From an optimization exercise on the open Yosys and OpenROAD flow, aimed at small area, a short achievable clock period and few clock cycles per item; shortcuts taken in it are not production practice. The RTL was checked by simulation tests, not by an equivalence proof against the original design. Power and IR drop assume default switching activity.

==> design.v <==
package spq_pkg;
    localparam int DEPTH     = 16;
    localparam int DATA_BITS = 8;
    localparam int PRIO_BITS = 8;
    localparam int CNT_BITS  = $clog2(DEPTH + 1);
    localparam int IN_BITS   = DATA_BITS + PRIO_BITS;
    localparam int IN_BYTES  = (IN_BITS + 7) / 8;
    localparam int OUT_BITS  = DATA_BITS + 2 + DATA_BITS + 1 + CNT_BITS;
    localparam int OUT_BYTES = (OUT_BITS + 7) / 8;
    localparam logic MODE_PUSH = 1'b0;
    localparam logic MODE_POP  = 1'b1;
    typedef enum logic [1:0] {
        ST_OK    = 2'd0,
        ST_EMPTY = 2'd1,
        ST_FULL  = 2'd2
    } status_t;
endpackage
module spq_ctrl (
    input  logic clk,
    input  logic rst_n,
    input  logic s_tvalid,
    output logic s_tready,
    output logic m_tvalid,
    input  logic m_tready,
    output logic exec,
    output logic exec_next,
    output logic load,
    output logic out_load_next,
    output logic out_load_live
);
    logic in_valid;
    logic out_valid;
    logic skid_valid;
    logic out_free;
    logic in_valid_next;
    logic skid_valid_next;
    logic ready_q;
    assign s_tready = ready_q;
    assign load     = !(in_valid && skid_valid);
    logic exec_q;
    assign exec     = exec_q;
    assign m_tvalid = out_valid;
    assign out_free = !out_valid || m_tready;
    assign out_load_next = exec && out_free;
    assign out_load_live = skid_valid && m_tready;
    assign in_valid_next   = (s_tvalid && load) || (in_valid && !exec);
    assign skid_valid_next = skid_valid ? !m_tready : (exec && !out_free);
    assign exec_next       = in_valid_next && !skid_valid_next;
    always_ff @(posedge clk or negedge rst_n)
    begin
        if (!rst_n)
        begin
            in_valid   <= 1'b0;
            out_valid  <= 1'b0;
            skid_valid <= 1'b0;
            ready_q    <= 1'b1;
            exec_q     <= 1'b0;
        end
        else
        begin
            in_valid   <= in_valid_next;
            out_valid  <= exec || skid_valid || (out_valid && !m_tready);
            skid_valid <= skid_valid_next;
            ready_q    <= !(in_valid_next && skid_valid_next);
            exec_q     <= exec_next;
        end
    end
endmodule
module spq_datapath (
    input  logic                          clk,
    input  logic                          rst_n,
    input  logic                          load,
    input  logic                          exec,
    input  logic                          exec_next,
    input  logic                          out_load_next,
    input  logic                          out_load_live,
    input  logic                          s_mode,
    input  logic [spq_pkg::DATA_BITS-1:0] s_data,
    input  logic [spq_pkg::PRIO_BITS-1:0] s_prio,
    output logic [23:0]                   result
);
    localparam int D  = spq_pkg::DEPTH;
    localparam int W  = spq_pkg::IN_BITS;
    localparam int DB = spq_pkg::DATA_BITS;
    localparam int CB = spq_pkg::CNT_BITS;
    logic          in_mode;
    logic [DB-1:0] in_data;
    logic [spq_pkg::PRIO_BITS-1:0] in_prio;
    logic [spq_pkg::PRIO_BITS-1:0] in_prio_n;
    logic [W-1:0]  slot [D];
    logic [CB-1:0] count;
    logic [DB-1:0] popped;
    logic [1:0]    status;
    logic [23:0]   out_word;
    logic [D-1:0]  valid;
    logic [D-1:0]  le;
    logic          full;
    logic          empty;
    logic          is_push;
    logic          push_ok;
    logic          pop_ok;
    logic          nonempty;
    always_ff @(posedge clk)
    begin
        if (load)
        begin
            in_mode <= s_mode;
            in_data <= s_data;
            in_prio <= s_prio;
            in_prio_n <= ~s_prio;
        end
    end
    assign full    = count[CB-1];
    assign empty   = !nonempty;
    assign is_push = (in_mode == spq_pkg::MODE_PUSH);
    logic push_ok_q;
    logic pop_ok_q;
    assign push_ok = push_ok_q;
    assign pop_ok  = pop_ok_q;
    function automatic logic prio_le(input logic [spq_pkg::PRIO_BITS-1:0] a,
                                     input logic [spq_pkg::PRIO_BITS-1:0] b);
        logic gt;
        logic eq;
        gt = 1'b0;
        eq = 1'b1;
        for (int k = spq_pkg::PRIO_BITS - 1; k >= 0; k--)
        begin
            gt = gt | (eq & a[k] & ~b[k]);
            eq = eq & ~(a[k] ^ b[k]);
        end
        prio_le = ~gt;
    endfunction
    logic [D-1:0] cmp;
    logic         cmp_ins;
    logic [D-1:0] le_q;
    logic [D-1:0] le_next;
    always_comb
    begin
        for (int i = 0; i < D; i++)
        begin
            valid[i] = count[CB-1] | (count[CB-2:0] > (CB-1)'(i));
            cmp[i]   = valid[i] && prio_le(slot[i][W-1:DB], s_prio);
        end
        cmp_ins = prio_le(~in_prio_n, s_prio);
    end
    assign le = le_q;
    logic [D-1:0] sel_keep;
    logic [D-1:0] sel_next;
    logic [D-1:0] sel_prev;
    logic [D-1:0] sel_new;
    logic [W-1:0] slot_next [D];
    always_comb
    begin
        for (int i = 0; i < D; i++)
        begin
            sel_next[i] = (i < D - 1) ? pop_ok : 1'b0;
            sel_new[i]  = push_ok && !le[i] && ((i == 0) ? 1'b1 : le[(i > 0) ? i - 1 : 0]);
            sel_prev[i] = push_ok && !le[i] && ((i == 0) ? 1'b0 : !le[(i > 0) ? i - 1 : 0]);
            sel_keep[i] = !(sel_next[i] || sel_new[i] || sel_prev[i]);
            slot_next[i] = ({W{sel_keep[i]}} & slot[i])
                         | ({W{sel_new[i]}}  & {in_prio, in_data})
                         | ({W{sel_next[i]}} & slot[(i < D - 1) ? i + 1 : i])
                         | ({W{sel_prev[i]}} & slot[(i > 0) ? i - 1 : 0]);
            le_next[i]   = (sel_keep[i] && cmp[i] && !((i == D - 1) && pop_ok))
                         | (sel_new[i]  && cmp_ins)
                         | (sel_next[i] && cmp[(i < D - 1) ? i + 1 : i])
                         | (sel_prev[i] && cmp[(i > 0) ? i - 1 : 0]);
        end
    end
    always_ff @(posedge clk)
    begin
        if (load)
        begin
            le_q <= le_next;
        end
    end
    always_ff @(posedge clk)
    begin
        for (int i = 0; i < D; i++)
        begin
            slot[i] <= slot_next[i];
        end
    end
    logic [CB-1:0] count_next;
    always_comb
    begin
        count_next = count;
        if (push_ok)
            count_next = count + 1'b1;
        else if (pop_ok)
            count_next = count - 1'b1;
    end
    always_ff @(posedge clk or negedge rst_n)
    begin
        if (!rst_n)
            count <= '0;
        else
            count <= count_next;
    end
    logic [DB-1:0] popped_next;
    logic [1:0]    status_next;
    logic [DB-1:0] front_next;
    logic          fvalid_next;
    logic [23:0]   result_next;
    logic [23:0]   result_live;
    always_comb
    begin
        popped_next = pop_ok ? slot[0][DB-1:0] : '0;
        fvalid_next = is_push | valid[1];
        if (is_push)
        begin
            status_next = full ? spq_pkg::ST_FULL : spq_pkg::ST_OK;
            front_next  = (!full && !le[0]) ? in_data : slot[0][DB-1:0];
        end
        else
        begin
            status_next = empty ? spq_pkg::ST_EMPTY : spq_pkg::ST_OK;
            front_next  = valid[1] ? slot[1][DB-1:0] : '0;
        end
    end
    logic nonempty_next;
    logic in_mode_next;
    assign nonempty_next = exec ? fvalid_next : nonempty;
    assign in_mode_next  = load ? s_mode : in_mode;
    always_ff @(posedge clk or negedge rst_n)
    begin
        if (!rst_n)
        begin
            nonempty  <= 1'b0;
            push_ok_q <= 1'b0;
            pop_ok_q  <= 1'b0;
        end
        else
        begin
            nonempty  <= nonempty_next;
            push_ok_q <= exec_next && (in_mode_next == spq_pkg::MODE_PUSH) && !count_next[CB-1];
            pop_ok_q  <= exec_next && (in_mode_next == spq_pkg::MODE_POP) && nonempty_next;
        end
    end
    assign result_next = {count_next, fvalid_next, front_next, status_next, popped_next};
    assign result_live = {count, nonempty, nonempty ? slot[0][DB-1:0] : '0, status, popped};
    always_ff @(posedge clk)
    begin
        if (exec)
        begin
            popped <= popped_next;
            status <= status_next;
        end
        if (out_load_next)
            out_word <= result_next;
        else if (out_load_live)
            out_word <= result_live;
    end
    assign result = out_word;
endmodule
module stable_priority_queue (
    input  logic                                clk,
    input  logic                                rst_n,
    input  logic                                s_tvalid,
    output logic                                s_tready,
    input  logic [spq_pkg::IN_BYTES*8-1:0]      s_tdata,
    input  logic                                s_tuser,
    output logic                                m_tvalid,
    input  logic                                m_tready,
    output logic [spq_pkg::OUT_BYTES*8-1:0]     m_tdata
);
    logic exec;
    logic exec_next;
    logic load;
    logic out_load_next;
    logic out_load_live;
    spq_ctrl u_ctrl (
        .clk        (clk),
        .rst_n      (rst_n),
        .s_tvalid   (s_tvalid),
        .s_tready   (s_tready),
        .m_tvalid   (m_tvalid),
        .m_tready   (m_tready),
        .exec          (exec),
        .exec_next     (exec_next),
        .load          (load),
        .out_load_next (out_load_next),
        .out_load_live (out_load_live)
    );
    spq_datapath u_datapath (
        .clk        (clk),
        .rst_n      (rst_n),
        .load       (load),
        .exec          (exec),
        .exec_next     (exec_next),
        .out_load_next (out_load_next),
        .out_load_live (out_load_live),
        .s_mode     (s_tuser),
        .s_data     (s_tdata[spq_pkg::DATA_BITS-1:0]),
        .s_prio     (s_tdata[spq_pkg::IN_BITS-1:spq_pkg::DATA_BITS]),
        .result     (m_tdata)
    );
endmodule
==> run.sh <==
#!/bin/bash
# synth_recipe.tcl (not shown) runs the flow's synth.tcl, then flattens the netlist and writes it again
# the make line also repeats each setting of config.mk as NAME=value (left out here)
make -C /OpenROAD-flow-scripts/flow DESIGN_CONFIG=/design/flow/config.mk WORK_HOME=/design/flow/orfs CLKGATE_MAP_FILE= SYNTH_SCRIPT=/design/flow/synth_recipe.tcl finish
==> config.mk <==
export PLATFORM = sky130hd
export DESIGN_NAME = stable_priority_queue
export DESIGN_NICKNAME = stable_priority_queue
export VERILOG_FILES = /design/flow/design.v
export SDC_FILE = /design/flow/constraint.sdc
export NUM_CORES = 4
export LEC_CHECK = 0
export CAP_MARGIN = 20
export CORE_MARGIN = 2
export CORE_UTILIZATION = 65
export CTS_CLUSTER_DIAMETER = 60
export CTS_CLUSTER_SIZE = 30
export SETUP_SLACK_MARGIN = 2.8
export SLEW_MARGIN = 20
export TNS_END_PERCENT = 30
==> constraint.sdc <==
create_clock -name core_clock -period 5.0 [get_ports {clk}]
set_input_delay 1.0000 -clock core_clock [delete_from_list [all_inputs] [get_ports {clk}]]
set_output_delay 1.0000 -clock core_clock [all_outputs]
set_load 0.01 [all_outputs]
==> results.cfg, run 1 <==
[placed_design]
placedCellCount = 2062
globalplace.congestion = 0.8898
hpwl_um = 33170
place_area_mm2 = 0.01722
port_buffers = 46

[final_layout]
num_antenna_cells = 0
layout_common_cells = 435 x a22oi_1, 309 x nand2_1, 257 x dfxtp_1
final_cell_area_mm2 = 0.01872
nets = 1819
area_delta_synth_final_pct = 11.37
final_cell_count_no_fill = 2128
final_common_cell = a22oi_1
final_layout_size_suffix_gt1_share_pct = 10.34
nFillCells = 1812

[floorplan]
rows = 58
start_util_pct = 66.57
dieWidth_um = 164.8
die_area_mm2 = 0.02717
core-area_mm2 = 0.02525
pin_count = 47
die_height_um = 164.8

[cts]
cts_tree = done
insertion_delay_ns = 0.58
clkSinkCount = 344
numCtsBuffers = 26
root_buffer = clkbuf_16
cts_max_path_buffers = 3
clk_pin_slew_ns = 0.09
h-tree-depth = 1

[synth]
synth_largest_area_cell = dfxtp_1
synth-seq-cells = 344
synth.distinct_cells = 79
ys.flop_type = dfxtp_1
syn_inst = 1822
syn_nets = 1863
ys_warn_count = 4
synth_area_leaders = dfxtp_1 31%, a22oi_1 20%, edfxtp_1 13%
yosysSeqAreaShare_pct = 45.77
synth_edf_count = 74
synth.avg_cell_area_um2 = 9.227
synth_top_area_share_pct = 30.60
synth_area_mm2 = 0.01681
async_reset_ff_share_pct = 3.779

[worst_setup_path]
path_cells = clkdlybuf4s50_1
cp_num_buf_inv = 1
path_class = reg2out
cp-start-kind = flop
end_kind = output port
crit_family = buffers and inverters
crit_slowest_cell = clkdlybuf4s50_1
worstPathRequired_ns = 4.00
cpPeakStageDelay_ns = 0.54
cp.arrival_ns = 1.45
path_max_fanout = 1

[timing]
hold_ws_ns = 0.4702
skew_ns = 0.03160
hold_viol = 0
drv_slew = 0
fin_crit_sh_pct = 49.02
clock.fmax_mhz = 408.0
finalSetupViolCount = 0
finalCriticalPeriod_ns = 2.451
slew_headroom_pct = 35.56
tns_ns = 0
rsz0062_at_grt = yes
tightest_slew_ns = 0.9666

[outcome]
status = no timing/DRC/antenna violations

[detailed_routing]
post-route-drc-count = 0
ant_nets = 0
wirelength_um = 48940
via_count = 15080
avgRoutedWirePerCell_um = 23.00
viasPerCell = 7.086
initialDrtViolationCount = 1885
firstDrtPassIters = 6

[global_route]
grt_start_max_net_pins = 68
gr-total-overflow = 0
grt_pass1_wl_um = 78490
grt_usage_pct = 35.83
antenna_found_initial = 0
grt_pass1_vias = 14560

[power]
p_leak_nw = 7.556
p_total_mw = 12.93
pwr_density_cell_mw_per_mm2 = 690.7
irDropWorstVdd_uv = 518.9

[run]
maxCapViolations = 0

[worst_hold_path]
min_path_type = reg2reg
-- synth_stat cells (all sizes together), types with 18 or more instances --
master / instances
o21ai: 47
buf: 52
a221o: 18
nand2: 312
and2: 21
nand2b: 24
clkbuf: 114
a22oi: 437
a22o: 22
nor2b: 31
ha: 20
edfxtp: 74
dfxtp: 257
a21oi: 49
inv: 40
nor2: 50
xnor2: 22
-- flip-flops by register name, indices dropped and copies added (netlist names), 2 cells and up --
name                  flops
u_datapath.slot         256
u_datapath.in_prio_n      8
u_datapath.in_prio        8
u_datapath.le_q          16
u_datapath.popped         8
u_datapath.out_word      24
u_datapath.status         2
u_datapath.count          5
u_datapath.in_data        8
-- power by group --
part | switching, mW | internal (mW)
registers | 1.31 | 4.11
clock network | 1.27 | 1.12
logic | 3.04 | 2.07
total | 5.63 | 7.30
-- per-stage QoR --
stage	util (%)	setup slack, ns
after global placement	68.08	1.361
after global routing	74.14	2.518
final	74.14	2.549
after floorplan	-	2.349
after CTS	73.97	2.519
after detailed placement	68.20	1.310
-- final cells by class --
class | instances | area (µm²) | share of cell area (%)
clock buffers | 28 | 679.4 | 3.629
clock inverters | 20 | 322.8 | 1.724
inverters | 41 | 175.2 | 0.9356
multi-input cells | 1272 | 8513 | 45.47
flip-flops and latches | 344 | 7701 | 41.13
well taps | 330 | 412.9 | 2.205
repair buffers | 93 | 918.4 | 4.905
-- worst register-to-register path, delay by kind of cell, from the launching register on --
kind	cells	cell delay, ns
AOI/OAI and AO/OA	2	0.83
buffers and inverters	2	0.63
DFF	1	0.64
and+or+nand+nor	1	0.10
-- worst paths after layout --
check,to,cells after the start,start,slack [ns]
min in group asynchronous,u_datapath.nonempty,1,rst_n,0.79
hold / removal,u_datapath.slot[15][0],2,u_datapath.slot[15][0],0.47
setup reg to reg,u_datapath.slot[3][15],5,u_datapath.pop_ok_q,2.75
setup / recovery,m_tdata[15],1,u_datapath.out_word[15],2.55
max in group asynchronous,u_datapath.pop_ok_q,1,rst_n,3.74
hold reg to reg,u_datapath.slot[15][0],2,u_datapath.slot[15][0],0.47
-- what timing repair did --
action | in CTS | in global routing
gates cloned | 2 | 0
setup buffers | 16 | 0
hold buffers | 0 | 0
hold endpoints to repair | 0 | 0
endpoints found under the setup margin | 216 | 115
pin swaps | 9 | 0
gates resized for setup | 113 | 11
-- layer usage --
metal,track usage (%),up-vias,part of all wire [%]
li1,-,6808,-
met1,50.03,7378,43
met2,58.03,772,47
met3,4.345,122,8.0
met4,11.86,0,2.7
met5,0,-,0
-- cell families (layout without fill, tap and decap cells) --
kind of cell	after synthesis	count (layout)	share of synthesized area [%]
buf+inv	207	182	5.269
mux	30	30	1.883
compound gates	694	695	30.64
flops	344	344	45.77
xor+xnor	27	27	1.407
fa+ha+maj	35	35	2.397
simple gates	485	485	12.64
Testbench counts, summed over its fixed seeds: cycles 9,616, items 9,600.
==> inputs of run 2 (changes only) <==
--- a/config.mk
+++ b/config.mk
@@ -9,3 +9,3 @@
 export CORE_MARGIN = 2
-export CORE_UTILIZATION = 65
+export CORE_UTILIZATION = 72
 export CTS_CLUSTER_DIAMETER = 60
@@ -14,2 +14,2 @@
 export SLEW_MARGIN = 20
-export TNS_END_PERCENT = 30
+export TNS_END_PERCENT = 100
==> run 2 against run 1 <==
  * Combinational power up about 10%
  * First-iteration DRC count up 22%
  * Design area up 3.0%
  * Still clean on timing, DRC and antenna
  * Core utilization up 11 points
  * Hold slack about the same
  * Largest power group is now combinational logic
  * Die area down 9.5%
  * Maximum frequency up 8.3%
==> results.cfg, run 2 <==
[power]
pwr_density_cell_mw_per_mm2 = 690.2
clock_power_share_pct = 17.0
p_comb_share_pct = 42.2
p_leak_nw = 7.691
p_sw_share_pct = 44.18
p_int_mw = 7.433
p_sw_mw = 5.884
irDropWorstVdd_uv = 549.8
p_seq_share_pct = 40.8
p_total_mw = 13.32

[global_route]
gr-total-overflow = 0
grt_start_max_net_pins = 85
grt_usage_pct = 40.97
antenna_found_initial = 0
grt_pass1_vias = 15130
grt_pass1_wl_um = 80800

[worst_setup_path]
cp-start-kind = input port
crit_slowest_cell = a211o_1
worstPathRequired_ns = 5.39
cpPeakStageDelay_ns = 0.38
path_max_fanout = 15
r2r-start = u_datapath.pop_ok_q
cp.arrival_ns = 2.65
path_cells = buf_8, inv_6, maj3_2, a211o_1, a21oi_4, buf_12, o2bb2a_1, o211ai_1
crit_family = compound AO/OA/AOI/OAI gates
critPathLaunch = s_tdata[9]
path_class = in2reg
cp_num_buf_inv = 3
end_kind = flop

[floorplan]
start_util_pct = 73.80
die_area_mm2 = 0.02459
pin_count = 47
dieWidth_um = 156.8
core-area_mm2 = 0.02278
die_height_um = 156.8
rows = 55

[synth]
syn_inst = 1822
synthMuxAreaShare_pct = 1.883
synth_largest_area_cell = dfxtp_1
syn_nets = 1863
synth_area_leaders = dfxtp_1 31%, a22oi_1 20%, edfxtp_1 13%
async_reset_ff_share_pct = 3.779
synth_edf_count = 74
synth_top_area_share_pct = 30.60
synth-seq-cells = 344
synthAdderAreaFrac_pct = 2.397
ys.flop_type = dfxtp_1
synth_common_cells = 437 x a22oi_1, 312 x nand2_1, 257 x dfxtp_1
synth_top_family_by_area = compound AO/OA/AOI/OAI gates
synth_compound_area_share_pct = 30.64
synth-xor-area-share_pct = 1.407
yosysSeqAreaShare_pct = 45.77
synth.avg_cell_area_um2 = 9.227
synth.distinct_cells = 79
ys_warn_count = 4
yosys.area_share.simple_pct = 12.64
post-synth-top-count-cell = a22oi_1
synth_area_mm2 = 0.01681

[cts]
clkSinkCount = 344
ctsHoldBuffers = 0
insertion_delay_ns = 0.57
numCtsBuffers = 25
cts_max_path_buffers = 3
cts_tree = done
clk_pin_slew_ns = 0.10
h-tree-depth = 1
root_buffer = clkbuf_16

[final_layout]
final_common_cell = a22oi_1
layout_common_cells = 432 x a22oi_1, 309 x nand2_1, 257 x dfxtp_1
area_delta_synth_final_pct = 14.77
num_antenna_cells = 0
regMostFlops = u_datapath.slot
utilization_pct = 84.70
final_layout_size_suffix_gt1_share_pct = 14.81
final_cell_count_no_fill = 2136
largestRegisters = u_datapath.slot: 256 flops, u_datapath.out_word: 24 flops, u_datapath.le_q: 16 flops
nets = 1846
largest_register_ffs = 256
final_cell_area_mm2 = 0.01929

[run]
maxCapViolations = 0

[timing]
tns_ns = 0
worst_slack_ns = 2.738
rsz0062_at_grt = yes
fin_crit_sh_pct = 45.24
slew_headroom_pct = 39.93
finalSetupViolCount = 0
skew_ns = 0.02086
clock.fmax_mhz = 442.1
tightest_slew_ns = 0.9010
finalCriticalPeriod_ns = 2.262
hold_viol = 0
drv_slew = 0
hold_ws_ns = 0.4698

[detailed_routing]
firstDrtPassIters = 7
initialDrtViolationCount = 2291
wirelength_um = 52210
via_count = 15910
avgRoutedWirePerCell_um = 24.44
viasPerCell = 7.446
ant_nets = 0
post-route-drc-count = 0

[placed_design]
pre_cts_slack_ns = 1.216
placedCellCount = 2042
port_buffers = 46
place_area_mm2 = 0.01717
hpwl_um = 32720
globalplace.congestion = 0.8919

[worst_hold_path]
min-delay-start = u_datapath.slot[15][0]
min_path_type = reg2reg

[outcome]
status = no timing/DRC/antenna violations
-- run 2: cell counts after synthesis --
Identical to the previous run, type by type.
-- run 2: kinds of logic (layout without fill, tap and decap cells) --
| logic type | count (synthesis) | count (layout) |
|---|---|---|
| XOR/XNOR | 27 | 27 |
| AO/OA/AOI/OAI | 694 | 694 |
| multiplexers | 30 | 30 |
| buffers and inverters | 207 | 208 |
| adder cells (fa/ha/maj) | 35 | 35 |
| flip-flops | 344 | 344 |
| AND/OR/NAND/NOR | 485 | 485 |
-- run 2: power groups by stage --
stage | logic [mW] | registers (mW) | clock network, mW
after global placement | 4.43 | 5.43 | 0
after floorplan | 3.64 | 4.90 | 0
final | 5.62 | 5.44 | 2.26
after CTS | 5.11 | 5.32 | 2.24
after global routing | 6.03 | 5.53 | 2.34
after detailed placement | 4.65 | 5.46 | 0
-- run 2: cell type report --
| cell class | count | area, µm² |
|---|---|---|
| Multi-Input combinational cell | 1271 | 8886 |
| Sequential cell | 344 | 7704 |
| Fill cell | 1283 | 3485 |
| Timing Repair Buffer | 121 | 1205 |
| Clock buffer | 28 | 668.1 |
| Tap cell | 313 | 391.6 |
| Clock inverter | 17 | 245.2 |
| Inverter | 41 | 186.4 |
| Timing Repair inverter | 1 | 7.507 |
-- run 2: per-layer routing --
| layer | GRT usage (%) | wire length (µm) |
|---|---|---|
| met1 | 55.23 | 19990 |
| met2 | 65.04 | 23790 |
| met3 | 5.788 | 5743 |
| met4 | 20.01 | 2681 |
| met5 | 0 | 0 |
-- run 2: path summary, 6_finish.rpt --
| path | depth (start not counted) | slack, ns | to |
|---|---|---|---|
| min reg2reg | 2 | 0.47 | u_datapath.slot[15][0] |
| max | 8 | 2.74 | u_datapath.le_q[7] |
| max reg2reg | 6 | 2.80 | u_datapath.out_word[23] |
| max in group asynchronous | 1 | 3.71 | u_datapath.push_ok_q |
| min in group asynchronous | 1 | 0.83 | u_datapath.count[3] |
| min | 2 | 0.47 | u_datapath.slot[15][0] |
-- run 2: repair_timing --
item                       4_1_cts  5_1_grt
gates cloned                     3        0
setup endpoints to repair      330      104
buffers inserted                39        7
resized for setup              187       85
pin swaps                       25       24
-- run 2: worst reg2reg max path, stage by stage (launching register included) --
cell	delay, ns
dfrtp_4	0.60
buf_16	0.29
nand2b_1	0.21
or3_1	0.37
o21ai_1	0.21
nand2_1	0.15
xnor2_1	0.15
==> inputs of run 3 (changes only) <==
--- a/config.mk
+++ b/config.mk
@@ -12,3 +12,3 @@
 export CTS_CLUSTER_SIZE = 30
-export SETUP_SLACK_MARGIN = 2.8
+export SETUP_SLACK_MARGIN = 2.7
 export SLEW_MARGIN = 20
==> run 3 against run 2 <==
  * Non-clock buffer count fell by 21
  * Maximum frequency fell by 5.1%
  * Global-route usage fell by 1.9 points
  * Synthesized area did not move
  * First-iteration DRC count fell by 4.7%
  * Largest power group is now registers
  * Register-to-register slack got worse by 0.02 ns
  * Routed wire length fell by 5.0%
  * Design area fell by 2.9%
  * Sequential power fell by 0.7%
  * Critical path depth did not move
  * Still clean
  * Count of clock-buffer cells in the layout rose by 1
==> results.cfg, run 3 <==
[cts]
cts_tree = done
insertion_delay_ns = 0.56
numCtsBuffers = 25
ctsHoldBuffers = 0
clk_pin_slew_ns = 0.10
root_buffer = clkbuf_16
h-tree-depth = 1
clkSinkCount = 344
cts_max_path_buffers = 3

[global_route]
grt_pass1_wl_um = 77910
grt_start_max_net_pins = 174
grt_pass1_vias = 14750
gr-total-overflow = 0
antenna_found_initial = 0
grt_usage_pct = 39.10

[detailed_routing]
via_count = 15450
post-route-drc-count = 0
firstDrtPassIters = 6
initialDrtViolationCount = 2184
viasPerCell = 7.301
ant_nets = 0
avgRoutedWirePerCell_um = 23.45
wirelength_um = 49620

[worst_setup_path]
cp.arrival_ns = 2.70
cp-start-kind = input port
path_class = in2reg
worstPathRequired_ns = 5.32
end_kind = flop
path_max_fanout = 5

[timing]
skew_ns = 0.01842
slew_headroom_pct = 20.68
fin_crit_sh_pct = 47.69
hold_viol = 0
hold_ws_ns = 0.4653
tns_ns = 0
drv_slew = 0
finalCriticalPeriod_ns = 2.385
clock.fmax_mhz = 419.4
finalSetupViolCount = 0
tightest_slew_ns = 1.190
worst_slack_ns = 2.615
rsz0062_at_grt = yes

[synth]
syn_nets = 1863
synth_area_leaders = dfxtp_1 31%, a22oi_1 20%, edfxtp_1 13%
ys.flop_type = dfxtp_1
synth.distinct_cells = 79
synth_common_cells = 437 x a22oi_1, 312 x nand2_1, 257 x dfxtp_1
synth_area_mm2 = 0.01681
yosysSeqAreaShare_pct = 45.77
synth.avg_cell_area_um2 = 9.227
async_reset_ff_share_pct = 3.779
synth_largest_area_cell = dfxtp_1
syn_inst = 1822
synth-seq-cells = 344
synth_top_area_share_pct = 30.60
post-synth-top-count-cell = a22oi_1
ys_warn_count = 4
synth_edf_count = 74

[placed_design]
port_buffers = 46
hpwl_um = 31920
placedCellCount = 2041
pre_cts_slack_ns = 1.318
globalplace.congestion = 0.9643

[final_layout]
final_layout_size_suffix_gt1_share_pct = 11.43
final_common_cell = a22oi_1
regMostFlops = u_datapath.slot
nets = 1825
layout_common_cells = 436 x a22oi_1, 308 x nand2_1, 257 x dfxtp_1
area_delta_synth_final_pct = 11.41
final_cell_count_no_fill = 2116
num_antenna_cells = 0
largestRegisters = u_datapath.slot: 256 flops, u_datapath.out_word: 24 flops, u_datapath.le_q: 16 flops
nFillCells = 1414
largest_register_ffs = 256

[floorplan]
die_height_um = 156.8
core-area_mm2 = 0.02278
die_area_mm2 = 0.02459
rows = 55
dieWidth_um = 156.8
start_util_pct = 73.80
pin_count = 47

[run]
maxCapViolations = 0

[outcome]
status = no timing/DRC/antenna violations

[worst_hold_path]
min_path_type = reg2reg

[power]
pwr_density_cell_mw_per_mm2 = 686.2
p_leak_nw = 7.517
irDropWorstVdd_uv = 392.0
p_total_mw = 12.85
run 3: changes by cell type in the layout (fill, tap and decap cells not counted), sizes merged:
cell / before / now
bufinv: 0 / 1
clkbuf: 37 / 32
buf: 88 / 59
dlygate4sd2: 0 / 25
clkdlybuf4s15: 12 / 1
clkinv: 8 / 10
inv: 48 / 45
run 3: final cells by class:
type,instances,area (µm²),share of cell area [%]
multi-input combinational,1271,8573,45.77
sequential,344,7701,41.12
timing repair buffer,100,979.7,5.231
clock inverter,17,224.0,1.196
inverter,41,181.4,0.9687
timing repair inverter,1,7.507,0.04008
clock buffer,29,670.6,3.581
tap,313,391.6,2.091
run 3: logic make-up (layout without fill, tap and decap cells):
group,after synthesis,in the layout,synth area share (%)
simple gates,485,485,12.64
flops,344,344,45.77
compound gates,694,694,30.64
xor+xnor,27,27,1.407
fa+ha+maj,35,35,2.397
mux,30,30,1.883
buf+inv,207,188,5.269
run 3: metrics by stage:
stage                     cell area [µm²]  util, %
final                               18730    82.22
after global routing                18730    82.22
after CTS                           18410    80.83
after floorplan                     16820        -
after global placement              17160    75.34
after detailed placement            17180    75.42
run 3: per-layer routing:
metal	global-route usage [%]	vias up	wire length, µm
met5	0	-	0
met3	5.400	200	4722
met4	16.25	0	2169
met1	52.84	7425	19880
met2	63.39	1015	22850
li1	-	6808	-
run 3: repair_timing:
item,in CTS,in global routing
cloned,2,1
hold endpoints to repair,0,0
setup buffers,16,10
setup endpoints to repair,171,79
resized for setup,110,49
pin swaps,8,21
run 3: worst max-delay path: stages:
cell and delay, ns:
buf_8 0.08, clkinvlp_4 0.17, buf_8 0.20, ha_1 0.31, o2111ai_1 0.14, o21a_1 0.25, a32o_1 0.27, a221o_1 0.27
run 3: final timing paths:
path,from,to,slack [ns],cells past startpoint
max in group asynchronous,rst_n,u_datapath.pop_ok_q,3.76,1
min in group asynchronous,rst_n,u_ctrl.in_valid,0.81,1
min reg2reg,u_datapath.slot[15][1],u_datapath.slot[15][1],0.47,2
min,u_datapath.slot[15][1],u_datapath.slot[15][1],0.47,2
max reg2reg,u_datapath.count[2],u_datapath.le_q[15],2.78,6
max,s_tdata[15],u_datapath.le_q[4],2.62,8
run 3: power breakdown:
group          internal (mW)  total, mW  switching [mW]
sequential              4.12       5.40            1.28
clock                   1.08       2.21            1.13
combinational           2.06       5.25            3.18
==> inputs of run 4 (changes only) <==
--- a/config.mk
+++ b/config.mk
@@ -12,3 +12,3 @@
 export CTS_CLUSTER_SIZE = 30
-export SETUP_SLACK_MARGIN = 2.7
+export SETUP_SLACK_MARGIN = 2.9
 export SLEW_MARGIN = 20
==> run 4 against run 3 <==
  * Critical path type unchanged
  * Count of clock-buffer cells in the layout fell by 3
  * Design area increased by 2.4%
  * Critical endpoint is now u_datapath.le_q[9]
  * Sequential share of layout area fell by 0.95 points
  * Synthesized cell count stayed put
==> results.cfg, run 4 <==
[global_route]
gr-total-overflow = 0
grt_start_max_net_pins = 86
grt_pass1_wl_um = 80940
antenna_found_initial = 0
grt_usage_pct = 40.59
grt_pass1_vias = 15410

[placed_design]
globalplace.congestion = 0.9678
hpwl_um = 31840
placedCellCount = 2042
port_buffers = 46

[synth]
synth_area_mm2 = 0.01681
synth_edf_count = 74
post-synth-top-count-cell = a22oi_1
synth.avg_cell_area_um2 = 9.227
synth_area_leaders = dfxtp_1 31%, a22oi_1 20%, edfxtp_1 13%
async_reset_ff_share_pct = 3.779
synth_largest_area_cell = dfxtp_1
synth.distinct_cells = 79
syn_inst = 1822
synth-seq-cells = 344
yosysSeqAreaShare_pct = 45.77
ys_warn_count = 4
syn_nets = 1863
synth_top_area_share_pct = 30.60
ys.flop_type = dfxtp_1
synth_common_cells = 437 x a22oi_1, 312 x nand2_1, 257 x dfxtp_1

[floorplan]
pin_count = 47
dieWidth_um = 156.8
die_height_um = 156.8
core-area_mm2 = 0.02278
start_util_pct = 73.80
die_area_mm2 = 0.02459
rows = 55

[cts]
cts_tree = done
numCtsBuffers = 25
insertion_delay_ns = 0.56
clkSinkCount = 344
ctsHoldBuffers = 0
clk_pin_slew_ns = 0.10
cts_max_path_buffers = 3
root_buffer = clkbuf_16
h-tree-depth = 1

[worst_setup_path]
crit_slowest_cell = ha_4
r2r_cells = 5
path_class = in2reg
path_cells = buf_8, clkinvlp_4, buf_12, buf_16, ha_4, o2111ai_4, o221ai_4, o32a_1, o311ai_2
r2r-start = u_datapath.push_ok_q
r2r_slack_ns = 2.73
worstPathRequired_ns = 5.30
path_max_fanout = 5
cp-start-kind = input port
cpPeakStageDelay_ns = 0.29
cp.arrival_ns = 2.67
timing.rr.end = u_datapath.le_q[4]
end_kind = flop

[final_layout]
final_layout_size_suffix_gt1_share_pct = 16.10
final_cell_count_no_fill = 2127
area_delta_synth_final_pct = 14.05
final_common_cell = a22oi_1
regMostFlops = u_datapath.slot
num_antenna_cells = 0
largestRegisters = u_datapath.slot: 256 flops, u_datapath.out_word: 24 flops, u_datapath.le_q: 16 flops
largest_register_ffs = 256
nets = 1837
layout_common_cells = 433 x a22oi_1, 308 x nand2_1, 257 x dfxtp_1

[timing]
finalSetupViolCount = 0
tightest_slew_ns = 0.9094
slew_headroom_pct = 39.37
clock.fmax_mhz = 421.9
fin_crit_sh_pct = 47.40
tns_ns = 0
hold_ws_ns = 0.4653
skew_ns = 0.01559
rsz0062_at_grt = yes
finalCriticalPeriod_ns = 2.370
drv_slew = 0
hold_viol = 0

[worst_hold_path]
min-delay-start = u_datapath.slot[15][7]
holdPathEnd = u_datapath.slot[15][7]
min_path_cells = 2
min_path_type = reg2reg

[power]
pwr_density_cell_mw_per_mm2 = 690.3
irDropWorstVdd_uv = 426.2
p_total_mw = 13.24
p_leak_nw = 7.617

[detailed_routing]
post-route-drc-count = 0
ant_nets = 0
avgRoutedWirePerCell_um = 24.33
via_count = 15950
firstDrtPassIters = 10
wirelength_um = 51750
viasPerCell = 7.498
initialDrtViolationCount = 2416

[run]
maxCapViolations = 0

[outcome]
status = no timing/DRC/antenna violations
run 4: cell counts after synthesis:
Identical to the previous run, type by type.
run 4: power by group:
group | internal, mW | switching (mW)
sequential | 4.11 | 1.29
combinational | 2.21 | 3.43
clock | 1.01 | 1.17
total | 7.34 | 5.90
run 4: area by class of cell:
type | count | area [µm²]
clock buffers | 26 | 630.6
fillers | 1228 | 3605
inverters | 41 | 195.2
repair buffers | 112 | 997.2
multi-input cells | 1272 | 9015
flip-flops and latches | 344 | 7701
clock inverters | 19 | 242.7
well taps | 313 | 391.6
run 4: kinds of logic (layout without fill, tap and decap cells):
family          Yosys count  after routing  synth area share [%]
mux                      30             30                 1.883
compound gates          694            694                 30.64
buf+inv                 207            198                 5.269
fa+ha+maj                35             35                 2.397
xor+xnor                 27             27                 1.407
simple gates            485            486                 12.64
flops                   344            344                 45.77
run 4: worst max-delay path by stage:
stage	from	to	slack, ns	cells after the start
floorplan	s_tdata[15]	u_datapath.le_q[4]	2.35	7
global placement	s_tdata[13]	u_datapath.le_q[5]	1.32	7
detailed placement	s_tdata[13]	u_datapath.le_q[5]	1.27	7
CTS	s_tdata[15]	u_datapath.le_q[4]	2.74	8
global route	s_tdata[15]	u_datapath.le_q[9]	2.62	9
finish	s_tdata[15]	u_datapath.le_q[9]	2.63	9
run 4: repair_timing:
action / CTS / global route
pin swaps: 50 / 15
setup buffers: 32 / 5
setup endpoints to repair: 335 / 165
gates cloned: 2 / 1
resized for setup: 283 / 42
run 4: worst max-delay path: cells and delay by family:
kind,cells,cell delay [ns]
AOI/OAI and AO/OA,4,0.79
buffers and inverters,4,0.57
adders and majority gates,1,0.29
run 4: metrics by stage:
| step | setup WS [ns] | util (%) | cell area, µm² |
|---|---|---|---|
| floorplan | 2.349 | - | 16830 |
| global placement | 1.316 | 75.33 | 17160 |
| detailed placement | 1.265 | 75.41 | 17180 |
| CTS | 2.741 | 83.19 | 18950 |
| global route | 2.616 | 84.17 | 19170 |
| finish | 2.630 | 84.17 | 19170 |
run 4: metal layers:
layer / track usage [%] / vias to the layer above / part of all wire [%]
met3: 5.539 / 247 / 10
met4: 20.40 / 0 / 5.0
li1: - / 6836 / -
met2: 65.81 / 1206 / 46
met5: 0 / - / 0
met1: 53.45 / 7660 / 38
==> inputs of run 5 (changes only) <==
--- a/design.v
+++ b/design.v
@@ -88,3 +88,2 @@
     logic [spq_pkg::PRIO_BITS-1:0] in_prio;
-    logic [spq_pkg::PRIO_BITS-1:0] in_prio_n;
     logic [W-1:0]  slot [D];
@@ -109,3 +108,2 @@
             in_prio <= s_prio;
-            in_prio_n <= ~s_prio;
         end
@@ -143,3 +141,3 @@
         end
-        cmp_ins = prio_le(~in_prio_n, s_prio);
+        cmp_ins = prio_le(in_prio, s_prio);
     end
--- a/config.mk
+++ b/config.mk
@@ -12,3 +12,3 @@
 export CTS_CLUSTER_SIZE = 30
-export SETUP_SLACK_MARGIN = 2.9
+export SETUP_SLACK_MARGIN = 2.8
 export SLEW_MARGIN = 20
==> run 5 against run 4 <==
  * Still clean
  * Count of clock-buffer cells in the layout fell by 1
  * Synthesized cell count fell by 1.0%
  * Via count fell by 1.9%
  * Maximum frequency fell by 2.2%
  * Global-route usage fell by 0.49 points
  * Clock skew rose by 0.0056 ns
==> results.cfg, run 5 <==
[outcome]
status = no timing/DRC/antenna violations

[placed_design]
pre_cts_slack_ns = 1.087
hpwl_um = 32010
globalplace.congestion = 0.9242
port_buffers = 46

[detailed_routing]
initialDrtViolationCount = 2431
ant_nets = 0
viasPerCell = 7.476
avgRoutedWirePerCell_um = 24.29
wirelength_um = 50820
firstDrtPassIters = 9
via_count = 15640
post-route-drc-count = 0

[synth]
async_reset_ff_share_pct = 3.869
synth_top_area_share_pct = 31.05
post-synth-top-count-cell = a22oi_1
synth_common_cells = 415 x a22oi_1, 296 x nand2_1, 257 x dfxtp_1
ys.flop_type = dfxtp_1
synth-seq-cells = 336
synth_area_leaders = dfxtp_1 31%, a22oi_1 19%, edfxtp_1 12%
synth.avg_cell_area_um2 = 9.191
synth_edf_count = 66
syn_inst = 1803
synth_area_mm2 = 0.01657
yosysSeqAreaShare_pct = 44.98
synth_largest_area_cell = dfxtp_1
syn_nets = 1845
ys_warn_count = 4
synth.distinct_cells = 79

[final_layout]
area_delta_synth_final_pct = 13.93
largestRegisters = u_datapath.slot: 256 flops, u_datapath.out_word: 24 flops, u_datapath.le_q: 16 flops
num_antenna_cells = 0
final_common_cell = a22oi_1
nets = 1831
largest_register_ffs = 256
final_layout_size_suffix_gt1_share_pct = 14.78
layout_common_cells = 412 x a22oi_1, 291 x nand2_1, 257 x dfxtp_1
regMostFlops = u_datapath.slot

[cts]
cts_max_path_buffers = 3
numCtsBuffers = 24
clkSinkCount = 336
insertion_delay_ns = 0.55
clk_pin_slew_ns = 0.10
root_buffer = clkbuf_16
cts_tree = done
h-tree-depth = 1

[global_route]
use_met2_pct = 63.74
gr-total-overflow = 0
grt_usage_pct = 40.10
grt_pass1_vias = 14830
grt_pass1_wl_um = 79030
met3_usage_pct = 6.167
busiest_layer = met2
met1_usage_pct = 54.43
grt_start_max_net_pins = 149
antenna_found_initial = 0

[timing]
rsz0062_at_grt = yes
skew_ns = 0.02121
finalSetupViolCount = 0
fin_crit_sh_pct = 48.48
clock.fmax_mhz = 412.5
hold_ws_ns = 0.4709
hold_viol = 0
finalCriticalPeriod_ns = 2.424
tns_ns = 0
drv_slew = 0
tightest_slew_ns = 0.9335
slew_headroom_pct = 37.70
worst_slack_ns = 2.576

[worst_setup_path]
path_max_fanout = 6
crit_slowest_cell = ha_4
crit_path_frequent_cell = a21oi_4
cpPeakStageDelay_ns = 0.34
cp_num_buf_inv = 3
worstPathRequired_ns = 5.31
end_kind = flop
path_class = in2reg
crit_family = compound AO/OA/AOI/OAI gates
cp.arrival_ns = 2.73
path_cells = buf_8, clkinvlp_4, ha_4, nand2_4, a21oi_4, a311o_1, a21oi_4, buf_12, a22o_1, a221o_1
cp-start-kind = input port

[power]
p_seq_share_pct = 40.9
p_int_mw = 7.277
clock_power_share_pct = 16.1
p_sw_share_pct = 43.91
irDropWorstVdd_uv = 456.6
p_leak_nw = 7.574
pwr_density_cell_mw_per_mm2 = 687.1
p_comb_share_pct = 43.0
p_sw_mw = 5.695

[floorplan]
core-area_mm2 = 0.02264
start_util_pct = 73.19
die_height_um = 155.7
rows = 55
pin_count = 47
die_area_mm2 = 0.02424
dieWidth_um = 155.7

[run]
maxCapViolations = 0

[worst_hold_path]
min_path_type = reg2reg
-- run 5: layout make-up --
type | instances | area, µm²
clock inverters | 19 | 195.2
multi-input cells | 1268 | 8851
repair buffers | 124 | 1206
flip-flops and latches | 336 | 7461
fillers | 1307 | 3761
clock buffers | 25 | 625.6
inverters | 35 | 183.9
well taps | 285 | 356.6
-- run 5: metrics by stage --
step           std cells  util [%]  area (µm²)  power [mW]
2_1_floorplan       1803         -       16630       8.537
3_3_place_gp        1992     74.95       16970       9.860
3_5_place_dp        1996     75.22       17030       10.15
4_1_cts             2085     82.21       18610       12.50
5_1_grt             2092     83.39       18880       13.59
6_report            2092     83.39       18880       12.97
-- run 5: kinds of logic after synthesis --
kind of cell / share of synthesized area [%]
XOR/XNOR: 1.163
adder cells (fa/ha/maj): 2.763
buffers and inverters: 4.689
AND/OR/NAND/NOR: 12.69
AO/OA/AOI/OAI: 31.68
flip-flops: 44.98
multiplexers: 2.039
-- run 5: final timing paths --
kind / end / slack [ns] / cells after the start / startpoint
worst max-delay path: u_datapath.le_q[12] / 2.58 / 10 / s_tdata[15]
worst min-delay path: u_datapath.slot[15][5] / 0.47 / 2 / u_datapath.slot[15][5]
worst max register to register: u_datapath.le_q[12] / 2.61 / 7 / u_datapath.in_prio[5]
worst min register to register: u_datapath.slot[15][5] / 0.47 / 2 / u_datapath.slot[15][5]
max in group asynchronous: u_datapath.pop_ok_q / 3.75 / 1 / rst_n
min in group asynchronous: u_ctrl.in_valid / 0.81 / 1 / rst_n
-- run 5: power by group through the flow --
stage          logic [mW]  registers (mW)  clock network [mW]
3_5_place_dp         4.78            5.37                   0
3_3_place_gp         4.54            5.32                   0
2_1_floorplan        3.73            4.80                   0
6_report             5.58            5.31                2.08
5_1_grt              6.02            5.40                2.17
4_1_cts              5.20            5.21                2.09
-- run 5: tightest hold or removal path, cell delays in order, from the launching register on --
cell	delay, ns
dfxtp_1	0.34
nand2_1	0.05
o21ai_0	0.06
-- run 5: metal layers --
metal	wire length, µm	vias to the layer above
met4	2651	0
met3	5069	210
met5	0	-
met1	19750	7480
met2	23350	1130
li1	-	6820
-- run 5: timing repair --
action                                 CTS  global route
setup endpoints to repair              198            83
hold buffers                             0             0
pin swaps                               27            30
endpoints found under the hold margin    0             0
gates resized for setup                183            65
buffers inserted                        43             7
gates cloned                             2             0
Testbench counts of run 5, summed over its fixed seeds: cycles 9,616, items 9,600.
==> inputs of run 6 (changes only) <==
--- a/design.v
+++ b/design.v
@@ -90,2 +90,3 @@
     logic [CB-1:0] count;
+    logic [CB-1:0] count_next;
     logic [DB-1:0] popped;
@@ -130,4 +131,3 @@
     endfunction
-    logic [D-1:0] cmp;
-    logic         cmp_ins;
+    logic [D-1:0] valid_next;
     logic [D-1:0] le_q;
@@ -138,6 +138,5 @@
         begin
-            valid[i] = count[CB-1] | (count[CB-2:0] > (CB-1)'(i));
-            cmp[i]   = valid[i] && prio_le(slot[i][W-1:DB], s_prio);
-        end
-        cmp_ins = prio_le(in_prio, s_prio);
+            valid[i]      = count[CB-1] | (count[CB-2:0] > (CB-1)'(i));
+            valid_next[i] = count_next[CB-1] | (count_next[CB-2:0] > (CB-1)'(i));
+        end
     end
@@ -161,6 +160,3 @@
                          | ({W{sel_prev[i]}} & slot[(i > 0) ? i - 1 : 0]);
-            le_next[i]   = (sel_keep[i] && cmp[i] && !((i == D - 1) && pop_ok))
-                         | (sel_new[i]  && cmp_ins)
-                         | (sel_next[i] && cmp[(i < D - 1) ? i + 1 : i])
-                         | (sel_prev[i] && cmp[(i > 0) ? i - 1 : 0]);
+            le_next[i]   = valid_next[i] && prio_le(slot_next[i][W-1:DB], s_prio);
         end
@@ -181,3 +177,2 @@
     end
-    logic [CB-1:0] count_next;
     always_comb
--- a/config.mk
+++ b/config.mk
@@ -9,3 +9,3 @@
 export CORE_MARGIN = 2
-export CORE_UTILIZATION = 72
+export CORE_UTILIZATION = 65
 export CTS_CLUSTER_DIAMETER = 60
==> run 6 against run 5 <==
  * Still clean on timing, DRC and antenna
  * Final cell count is 14% higher
  * Die area is 16% higher
  * Flip-flop and latch count stayed put
  * Core utilization is 2.4 points lower
  * Non-clock buffer count is 86 higher
  * Routed wire length is 3.6% higher
  * Critical path type is now reg2reg
  * Critical endpoint is now u_datapath.le_q[8]
==> results.cfg, run 6 <==
[synth]
synth_top_area_share_pct = 29.55
ys.flop_type = dfxtp_1
post-synth-top-count-cell = nand2_1
synth_largest_area_cell = dfxtp_1
synth.distinct_cells = 72
syn_inst = 1945
synth-seq-cells = 336
synth_common_cells = 411 x nand2_1, 257 x dfxtp_1, 148 x mux2i_1
synthAdderAreaFrac_pct = 4.132
synth_top_family_by_area = compound AO/OA/AOI/OAI gates
syn_nets = 1985
yosysSeqAreaShare_pct = 42.81
ys_warn_count = 4
yosys.area_share.simple_pct = 16.11
synth_area_leaders = dfxtp_1 30%, edfxtp_1 11%, nand2_1 8.9%
synthMuxAreaShare_pct = 9.931
synth-xor-area-share_pct = 0.8048
async_reset_ff_share_pct = 3.869
synth_area_mm2 = 0.01741
synth_edf_count = 66
synth_compound_area_share_pct = 20.65
synth.avg_cell_area_um2 = 8.952

[final_layout]
regMostFlops = u_datapath.slot
largest_register_ffs = 256
utilization_pct = 80.98
final_cell_count_no_fill = 2379
largestRegisters = u_datapath.slot: 256 flops, u_datapath.out_word: 24 flops, u_datapath.le_q: 16 flops
nets = 2060
layout_common_cells = 398 x nand2_1, 256 x dfxtp_1, 148 x mux2i_1
area_delta_synth_final_pct = 21.88
final_common_cell = nand2_1
final_layout_size_suffix_gt1_share_pct = 22.32

[cts]
h-tree-depth = 1
insertion_delay_ns = 0.58
root_buffer = clkbuf_16
numCtsBuffers = 29
cts_tree = done
cts_max_path_buffers = 3
ctsHoldBuffers = 0
clk_pin_slew_ns = 0.09
clkSinkCount = 336

[timing]
slew_headroom_pct = 50.31
finalSetupViolCount = 0
fin_crit_sh_pct = 57.81
hold_viol = 0
finalCriticalPeriod_ns = 2.890
tightest_slew_ns = 0.7454
worst_slack_ns = 2.110
skew_ns = 0.01871
clock.fmax_mhz = 346.0
rsz0062_at_grt = yes
hold_ws_ns = 0.4567
drv_slew = 0
tns_ns = 0

[floorplan]
core-area_mm2 = 0.02621
die_height_um = 167.7
rows = 59
start_util_pct = 66.44
pin_count = 47
dieWidth_um = 167.7
die_area_mm2 = 0.02811

[detailed_routing]
firstDrtPassIters = 8
initialDrtViolationCount = 1615
wirelength_um = 52630
post-route-drc-count = 0
ant_nets = 0
via_count = 15930
viasPerCell = 6.694
avgRoutedWirePerCell_um = 22.12

[global_route]
grt_pass1_wl_um = 79920
antenna_found_initial = 1
grt_pass1_vias = 15390
gr-total-overflow = 0
grt_start_max_net_pins = 125
grt_usage_pct = 34.75

[run]
maxCapViolations = 0

[placed_design]
hpwl_um = 30400
placedCellCount = 2185
globalplace.congestion = 0.8999
pre_cts_slack_ns = 1.235
port_buffers = 46

[power]
pwr_density_cell_mw_per_mm2 = 742.4
irDropWorstVdd_uv = 446.5
p_leak_nw = 8.913

[worst_setup_path]
worstPathRequired_ns = 5.30
cp-start-kind = flop
end_kind = flop
cp.arrival_ns = 3.19
path_class = reg2reg
path_max_fanout = 6

[worst_hold_path]
min_path_type = reg2reg

[outcome]
status = no timing/DRC/antenna violations
-- run 6: cell types whose count changed after synthesis, sizes merged, moves of 15 or more --
| cell | delta |
|---|---|
| a22oi | -312 |
| mux2i | +130 |
| nand2 | +115 |
| o221ai | +85 |
| inv | +41 |
| nand3 | +40 |
| maj3 | +28 |
| o221a | +23 |
| a221oi | +21 |
| nor2b | -19 |
| a22o | -16 |
| buf | +15 |
-- run 6: kinds of logic (layout without fill, tap and decap cells) --
logic type | Yosys count | in the layout
adder cells (fa/ha/maj) | 66 | 66
AO/OA/AOI/OAI | 471 | 471
other | 0 | 1
AND/OR/NAND/NOR | 639 | 642
buffers and inverters | 247 | 342
XOR/XNOR | 16 | 16
multiplexers | 170 | 170
flip-flops | 336 | 336
-- run 6: final timing paths --
path	from	to	slack, ns	cells past startpoint
worst min register to register	u_datapath.slot[15][3]	u_datapath.slot[15][3]	0.46	2
worst max register to register	u_datapath.pop_ok_q	u_datapath.le_q[8]	2.11	12
worst min-delay path	u_datapath.slot[15][3]	u_datapath.slot[15][3]	0.46	2
min in group asynchronous	rst_n	u_ctrl.in_valid	0.79	1
worst max-delay path	u_datapath.pop_ok_q	u_datapath.le_q[8]	2.11	12
max in group asynchronous	rst_n	u_datapath.pop_ok_q	3.77	1
-- run 6: stage by stage --
stage	total power [mW]	instance area, µm²
finish	15.76	21220
global route	16.51	21220
CTS	14.96	20800
detailed placement	11.11	17950
global placement	10.85	17940
floorplan	9.667	17750
-- run 6: metal layers --
layer	vias up	routed length, µm	track usage [%]
li1	7272	-	-
met1	7564	20720	42.56
met2	861	24840	60.53
met3	229	4063	5.223
met4	0	3012	16.18
met5	-	0	0
-- run 6: worst max-delay path, stage by stage, from the launching register on --
cell	delay, ns
dfrtp_4	0.51
buf_12	0.15
buf_12	0.11
buf_16	0.12
buf_12	0.12
buf_6	0.10
nand2_2	0.06
o221a_4	0.13
maj3_2	0.30
maj3_2	0.32
a221o_1	0.31
a221oi_2	0.28
nor2_1	0.08
-- run 6: area by class of cell --
cell class	instances	area, µm²
diodes	1	2.502
clock buffers	31	754.5
clock inverters	23	305.3
fillers	1655	4985
inverters	78	312.8
multi-input cells	1365	9716
flip-flops and latches	336	7460
well taps	335	419.2
repair buffers	210	2252
-- run 6: where the power goes --
group | internal [mW] | switching, mW
combinational | 3.73 | 4.43
clock | 1.24 | 1.24
sequential | 4.03 | 1.09
-- run 6: repair_timing --
action                     in CTS  in global routing
pin swaps                      44                 30
cloned                         13                  2
resized for setup             228                 82
setup endpoints to repair     202                 66
buffers inserted              107                 17
Testbench counts of run 6, summed over its fixed seeds: cycles 9,616, items 9,600.
==> inputs of run 7 (changes only) <==
--- a/design.v
+++ b/design.v
@@ -88,5 +88,5 @@
     logic [spq_pkg::PRIO_BITS-1:0] in_prio;
+    logic [spq_pkg::PRIO_BITS-1:0] in_prio_n;
     logic [W-1:0]  slot [D];
     logic [CB-1:0] count;
-    logic [CB-1:0] count_next;
     logic [DB-1:0] popped;
@@ -109,2 +109,3 @@
             in_prio <= s_prio;
+            in_prio_n <= ~s_prio;
         end
@@ -131,3 +132,4 @@
     endfunction
-    logic [D-1:0] valid_next;
+    logic [D-1:0] cmp;
+    logic         cmp_ins;
     logic [D-1:0] le_q;
@@ -138,5 +140,6 @@
         begin
-            valid[i]      = count[CB-1] | (count[CB-2:0] > (CB-1)'(i));
-            valid_next[i] = count_next[CB-1] | (count_next[CB-2:0] > (CB-1)'(i));
-        end
+            valid[i] = count[CB-1] | (count[CB-2:0] > (CB-1)'(i));
+            cmp[i]   = valid[i] && prio_le(slot[i][W-1:DB], s_prio);
+        end
+        cmp_ins = prio_le(~in_prio_n, s_prio);
     end
@@ -160,3 +163,4 @@
                          | ({W{sel_prev[i]}} & slot[(i > 0) ? i - 1 : 0]);
-            le_next[i]   = valid_next[i] && prio_le(slot_next[i][W-1:DB], s_prio);
+            le_next[i]   = pop_ok ? ((i < D - 1) ? cmp[(i < D - 1) ? i + 1 : i] : 1'b0)
+                                  : (cmp[i] | (push_ok && cmp_ins && ((i == 0) ? 1'b1 : cmp[(i > 0) ? i - 1 : 0])));
         end
@@ -177,2 +181,3 @@
     end
+    logic [CB-1:0] count_next;
     always_comb
--- a/config.mk
+++ b/config.mk
@@ -9,3 +9,3 @@
 export CORE_MARGIN = 2
-export CORE_UTILIZATION = 65
+export CORE_UTILIZATION = 72
 export CTS_CLUSTER_DIAMETER = 60
==> run 7 against run 6 <==
  * Setup slack better by 0.49 ns
  * Core utilization grew 2.2 points
  * Synthesized area up 4.0%
  * Power shrank 8.6%
  * Combinational power decreased by 25%
  * Critical endpoint is now u_datapath.le_q[14]
  * Highest routed layer unchanged
==> results.cfg, run 7 <==
[outcome]
status = no timing/DRC/antenna violations

[placed_design]
globalplace.congestion = 0.9304
port_buffers = 46
placedCellCount = 2250
pre_cts_slack_ns = 1.006
hpwl_um = 34130

[final_layout]
area_delta_synth_final_pct = 14.72
final_layout_size_suffix_gt1_share_pct = 15.01
regMostFlops = u_datapath.slot
final_common_cell = nand2_1
nets = 2049
layout_common_cells = 514 x nand2_1, 257 x dfxtp_1, 203 x mux2i_1
final_cell_count_no_fill = 2363
largestRegisters = u_datapath.slot: 256 flops, u_datapath.out_word: 24 flops, u_datapath.le_q: 16 flops
largest_register_ffs = 256

[synth]
async_reset_ff_share_pct = 3.779
yosysSeqAreaShare_pct = 42.49
synth_common_cells = 523 x nand2_1, 257 x dfxtp_1, 203 x mux2i_1
syn_nets = 2079
ys.flop_type = dfxtp_1
ys_warn_count = 4
synth_compound_area_share_pct = 21.82
synth.distinct_cells = 67
synthMuxAreaShare_pct = 12.09
synth_area_mm2 = 0.01811
syn_inst = 2038
synth_edf_count = 74
synth_top_area_share_pct = 28.41
synthAdderAreaFrac_pct = 2.501
yosys.area_share.simple_pct = 15.29
synth_largest_area_cell = dfxtp_1
synth_area_leaders = dfxtp_1 28%, edfxtp_1 12%, mux2i_1 11%
post-synth-top-count-cell = nand2_1
synth.avg_cell_area_um2 = 8.885
synth_top_family_by_area = compound AO/OA/AOI/OAI gates
synth-seq-cells = 344
synth-xor-area-share_pct = 0.8223

[floorplan]
dieWidth_um = 162.6
die_area_mm2 = 0.02643
core-area_mm2 = 0.02496
pin_count = 47
rows = 58
start_util_pct = 72.53
die_height_um = 162.6

[timing]
hold_viol = 0
worst_slack_ns = 2.604
slew_headroom_pct = 21.93
finalSetupViolCount = 0
hold_ws_ns = 0.4591
clock.fmax_mhz = 417.4
drv_slew = 0
skew_ns = 0.01973
fin_crit_sh_pct = 47.92
finalCriticalPeriod_ns = 2.396
tns_ns = 0
rsz0062_at_grt = yes
tightest_slew_ns = 1.171

[power]
pwr_density_cell_mw_per_mm2 = 693.1
p_total_mw = 14.40
irDropWorstVdd_uv = 508.7
p_leak_nw = 8.239

[detailed_routing]
highest_layer = met4
drt-met1-wl_um = 22510
ant_nets = 0
avgRoutedWirePerCell_um = 24.42
via_count = 16970
viasPerCell = 7.183
wirelength_um = 57700
firstDrtPassIters = 9
initialDrtViolationCount = 2470
wl_met2_um = 26330
post-route-drc-count = 0
route.met3.wl_um = 5313

[cts]
h-tree-depth = 1
numCtsBuffers = 30
insertion_delay_ns = 0.58
root_buffer = clkbuf_16
ctsHoldBuffers = 0
cts_tree = done
cts_max_path_buffers = 3
clk_pin_slew_ns = 0.08
clkSinkCount = 344

[worst_setup_path]
worstPathRequired_ns = 5.43
end_kind = flop
path_class = in2reg
cp-start-kind = input port
cp.arrival_ns = 2.83
path_max_fanout = 4

[global_route]
gr-total-overflow = 0
grt_pass1_vias = 15640
grt_start_max_net_pins = 196
antenna_found_initial = 0
grt_pass1_wl_um = 86540
grt_usage_pct = 41.46

[run]
maxCapViolations = 0

[worst_hold_path]
min_path_type = reg2reg
[run 7: repair_timing]
item,4_1_cts,5_1_grt
setup buffers,38,14
resized for setup,213,67
endpoints found under the setup margin,138,75
pin swaps,38,37
cloned,3,0
[run 7: power by group]
part / switching (mW) / internal [mW] / total [mW]
registers: 1.52 / 4.11 / 5.63
logic: 3.57 / 2.58 / 6.15
clock network: 1.25 / 1.37 / 2.62
total: 6.33 / 8.07 / 14.4
[run 7: final cells by class]
class | instances | area [µm²]
multi-input combinational | 1461 | 10050
tap | 330 | 412.9
fill | 1531 | 4192
inverter | 40 | 168.9
clock inverter | 23 | 319.1
sequential | 344 | 7700
antenna | 1 | 2.502
clock buffer | 33 | 803.3
timing repair buffer | 131 | 1313
[run 7: critical path: stages]
cell	delay [ns]
buf_12	0.08
buf_12	0.11
clkinvlp_4	0.18
buf_4	0.22
maj3_2	0.30
maj3_2	0.31
maj3_2	0.30
a21o_1	0.18
mux2i_1	0.14
[run 7: through the flow]
step	util [%]	area, µm²
floorplan	-	18190
global placement	74.31	18550
detailed placement	74.36	18560
CTS	81.90	20450
global route	83.20	20770
finish	83.21	20770
[run 7: worst paths after layout]
| path | start | endpoint | slack (ns) | depth (start not counted) |
|---|---|---|---|---|
| setup / recovery | s_tdata[10] | u_datapath.le_q[14] | 2.60 | 9 |
| hold / removal | u_datapath.slot[15][0] | u_datapath.slot[15][0] | 0.46 | 2 |
| setup reg to reg | u_datapath.push_ok_q | u_datapath.slot[0][5] | 2.75 | 6 |
| hold reg to reg | u_datapath.slot[15][0] | u_datapath.slot[15][0] | 0.46 | 2 |
| max in group asynchronous | rst_n | u_datapath.pop_ok_q | 3.71 | 1 |
| min in group asynchronous | rst_n | u_ctrl.out_valid | 0.81 | 1 |
[run 7: logic make-up (layout without fill, tap and decap cells)]
kind of cell	after synthesis	in the layout
compound gates	522	522
xor+xnor	17	17
fa+ha+maj	39	39
buf+inv	233	227
flops	344	344
mux	217	217
other cells	0	1
simple gates	666	666
[run 7: per-layer routing]
layer / track usage, % / up-vias
met5: 0 / -
met4: 24.66 / 0
met3: 6.239 / 306
met2: 65.69 / 1135
met1: 54.17 / 8084
li1: - / 7449
Testbench counts of run 7, summed over its fixed seeds: cycles 9,616, items 9,600.
==> inputs of run 8 (changes only) <==
--- a/design.v
+++ b/design.v
@@ -163,4 +163,6 @@
                          | ({W{sel_prev[i]}} & slot[(i > 0) ? i - 1 : 0]);
-            le_next[i]   = pop_ok ? ((i < D - 1) ? cmp[(i < D - 1) ? i + 1 : i] : 1'b0)
-                                  : (cmp[i] | (push_ok && cmp_ins && ((i == 0) ? 1'b1 : cmp[(i > 0) ? i - 1 : 0])));
+            le_next[i]   = (sel_keep[i] && cmp[i] && !((i == D - 1) && pop_ok))
+                         | (sel_new[i]  && cmp_ins)
+                         | (sel_next[i] && cmp[(i < D - 1) ? i + 1 : i])
+                         | (sel_prev[i] && cmp[(i > 0) ? i - 1 : 0]);
         end
@@ -201,4 +203,3 @@
     logic          fvalid_next;
-    logic [23:0]   result_next;
-    logic [23:0]   result_live;
+    logic [23:0]   result_word;
     always_comb
@@ -237,4 +238,6 @@
     end
-    assign result_next = {count_next, fvalid_next, front_next, status_next, popped_next};
-    assign result_live = {count, nonempty, nonempty ? slot[0][DB-1:0] : '0, status, popped};
+    assign result_word = {count_next, nonempty_next,
+                          exec ? front_next : (nonempty ? slot[0][DB-1:0] : '0),
+                          exec ? status_next : status,
+                          exec ? popped_next : popped};
     always_ff @(posedge clk)
@@ -246,6 +249,4 @@
         end
-        if (out_load_next)
-            out_word <= result_next;
-        else if (out_load_live)
-            out_word <= result_live;
+        if (out_load_next || out_load_live)
+            out_word <= result_word;
     end
==> run 8 against run 7 <==
  * Setup slack got worse by 0.033 ns
  * Global-route usage fell by 2.4 points
  * Clock power fell by 9.5%
  * Register-to-register slack got worse by 0.13 ns
  * Routed wire length fell by 13%
  * Critical endpoint is now u_datapath.le_q[4]
  * Via count fell by 7.7%
==> results.cfg, run 8 <==
[final_layout]
largestRegisters = u_datapath.slot: 256 flops, u_datapath.out_word: 24 flops, u_datapath.le_q: 16 flops
utilization_pct = 84.56
final_layout_size_suffix_gt1_share_pct = 15.75
nFillCells = 1303
largest_register_ffs = 256
nets = 1856
area_delta_synth_final_pct = 15.58
num_antenna_cells = 0
final_cell_area_mm2 = 0.01909
final_common_cell = a22oi_1
layout_common_cells = 422 x a22oi_1, 300 x nand2_1, 267 x dfxtp_1
regMostFlops = u_datapath.slot

[power]
p_int_mw = 7.391
p_comb_share_pct = 41.1
p_sw_mw = 5.808
clock_power_share_pct = 18.0
p_seq_share_pct = 40.9
p_sw_share_pct = 44.00
p_total_mw = 13.20
p_leak_nw = 7.762
irDropWorstVdd_uv = 429.8
pwr_density_cell_mw_per_mm2 = 691.5

[worst_setup_path]
path_class = in2reg
path_max_fanout = 8
worstPathRequired_ns = 5.32
r2r_slack_ns = 2.62
cp.arrival_ns = 2.75
end_kind = flop
cp-start-kind = input port

[timing]
tns_ns = 0
tightest_slew_ns = 0.9015
fin_crit_sh_pct = 48.58
finalCriticalPeriod_ns = 2.429
rsz0062_at_grt = yes
clock.fmax_mhz = 411.7
drv_slew = 0
finalSetupViolCount = 0
skew_ns = 0.01829
hold_viol = 0
slew_headroom_pct = 39.90

[cts]
clk_pin_slew_ns = 0.10
cts_tree = done
cts_max_path_buffers = 3
clkSinkCount = 344
ctsHoldBuffers = 0
root_buffer = clkbuf_16
h-tree-depth = 1
insertion_delay_ns = 0.57
numCtsBuffers = 26

[placed_design]
globalplace.congestion = 0.9006
place_area_mm2 = 0.01702
hpwl_um = 31000
port_buffers = 46

[global_route]
grt_pass1_vias = 14950
gr-total-overflow = 0
grt_start_max_net_pins = 70
antenna_found_initial = 0
grt_pass1_wl_um = 77070
grt_usage_pct = 39.11

[floorplan]
start_util_pct = 73.17
pin_count = 47
die_height_um = 155.5
die_area_mm2 = 0.02416
rows = 55
dieWidth_um = 155.5
core-area_mm2 = 0.02257

[synth]
synth_edf_count = 64
syn_nets = 1842
ys.flop_type = dfxtp_1
async_reset_ff_share_pct = 3.779
synth_area_mm2 = 0.01651
synth_largest_area_cell = dfxtp_1
post-synth-top-count-cell = a22oi_1
ys_warn_count = 4
yosysSeqAreaShare_pct = 45.98
synth_top_area_share_pct = 32.37
synth.distinct_cells = 74
synth_common_cells = 426 x a22oi_1, 301 x nand2_1, 267 x dfxtp_1
synth-seq-cells = 344
syn_inst = 1801
synth_area_leaders = dfxtp_1 32%, a22oi_1 19%, edfxtp_1 12%
synth.avg_cell_area_um2 = 9.170

[detailed_routing]
firstDrtPassIters = 7
ant_nets = 0
initialDrtViolationCount = 2494
via_count = 15660
viasPerCell = 7.388
avgRoutedWirePerCell_um = 23.60
post-route-drc-count = 0
wirelength_um = 50030

[worst_hold_path]
min_path_type = reg2reg

[outcome]
status = no timing/DRC/antenna violations

[run]
maxCapViolations = 0
[run 8: worst paths after layout]
kind,startpoint,end,cells past startpoint
setup / recovery,s_tdata[8],u_datapath.le_q[4],9
hold / removal,u_datapath.status[0],u_datapath.status[0],2
setup reg to reg,u_datapath.count[0],u_datapath.le_q[14],7
hold reg to reg,u_datapath.status[0],u_datapath.status[0],2
max in group asynchronous,rst_n,u_datapath.push_ok_q,1
min in group asynchronous,rst_n,u_ctrl.out_valid,1
[run 8: layout make-up]
type | count | area, µm² | share of cell area, %
Tap cell | 285 | 356.6 | 1.868
Clock buffer | 28 | 679.4 | 3.559
Clock inverter | 20 | 299.0 | 1.567
Timing Repair inverter | 3 | 18.77 | 0.09833
Multi-Input combinational cell | 1234 | 8557 | 44.83
Inverter | 66 | 276.5 | 1.449
Sequential cell | 344 | 7606 | 39.85
Timing Repair Buffer | 140 | 1294 | 6.778
[run 8: repair_timing]
item                       CTS  global route
gates resized for setup    200            54
setup endpoints to repair  308           157
cloned                       5             0
pin swaps                   39            22
setup buffers               45            17
[run 8: routing by layer]
layer	GRT usage, %	share of wire, %
met2	62.49	47
met1	52.20	39
met3	5.738	9.8
met5	0	0
met4	19.70	4.4
[run 8: logic make-up (layout without fill, tap and decap cells)]
group           after synthesis  in the layout  synth area share, %
fa+ha+maj                    43             43                2.955
xor+xnor                     20             20                1.061
mux                          23             23                1.409
flops                       344            344                45.98
buf+inv                     224            257                5.485
compound gates              691            691                31.31
simple gates                456            457                11.80
[run 8: critical path, cell delays in order]
cell and delay [ns]:
buf_12 0.12, nor2_4 0.24, buf_6 0.15, a21oi_2 0.05, nor3_2 0.18, a211oi_2 0.07, o41ai_2 0.39, nor2_1 0.15
a2111o_1 0.40
[run 8: per-stage QoR]
stage	cells	setup slack, ns	hold slack (ns)
floorplan	1801	2.279	0.4250
global placement	2003	1.122	0.4385
detailed placement	2005	1.079	0.4485
CTS	2103	2.684	0.4706
global route	2120	2.502	0.5017
finish	2120	2.571	0.4689
[run 8: power groups by stage]
stage / clock (mW) / combinational (mW) / sequential [mW]
2_1_floorplan: 0 / 3.68 / 4.83
3_3_place_gp: 0 / 4.38 / 5.40
3_5_place_dp: 0 / 4.59 / 5.42
4_1_cts: 2.36 / 5.02 / 5.30
5_1_grt: 2.48 / 5.86 / 5.49
6_report: 2.37 / 5.42 / 5.40
Testbench counts of run 8, summed over its fixed seeds: cycles 9,616, items 9,600.

## static timing again, ports no longer ideal
The results above use ideal ports. As a check the final layouts listed here were re-extracted and re-timed, cells and wires unchanged.
Step 1 sets driving cells, clkbuf_16 on the clock port and buf_2 on the other inputs (assumed; they add their load-dependent delay and slew).
Step 2 also shifts input and output timing later by t, the mid clock arrival at the registers, as if the neighbouring blocks saw the same clock.
a / b / c = no drivers / after step 1 / after step 2; a / b = the first two.
run | shift t [ns] | setup slack, ns
run 1 | 0.615 | 2.549 / 2.497 / 2.084
run 2 | 0.611 | 2.738 / 2.737 / 2.126
run 3 | 0.605 | 2.615 / 2.615 / 2.010
run 4 | 0.601 | 2.630 / 2.626 / 2.025
run 5 | 0.593 | 2.576 / 2.579 / 1.985
run 6 | 0.619 | 2.110 / 2.110 / 1.647
run 7 | 0.627 | 2.604 / 2.591 / 1.963
run 8 | 0.613 | 2.571 / 2.571 / 1.958
After both steps setup and hold are still met in every run listed.
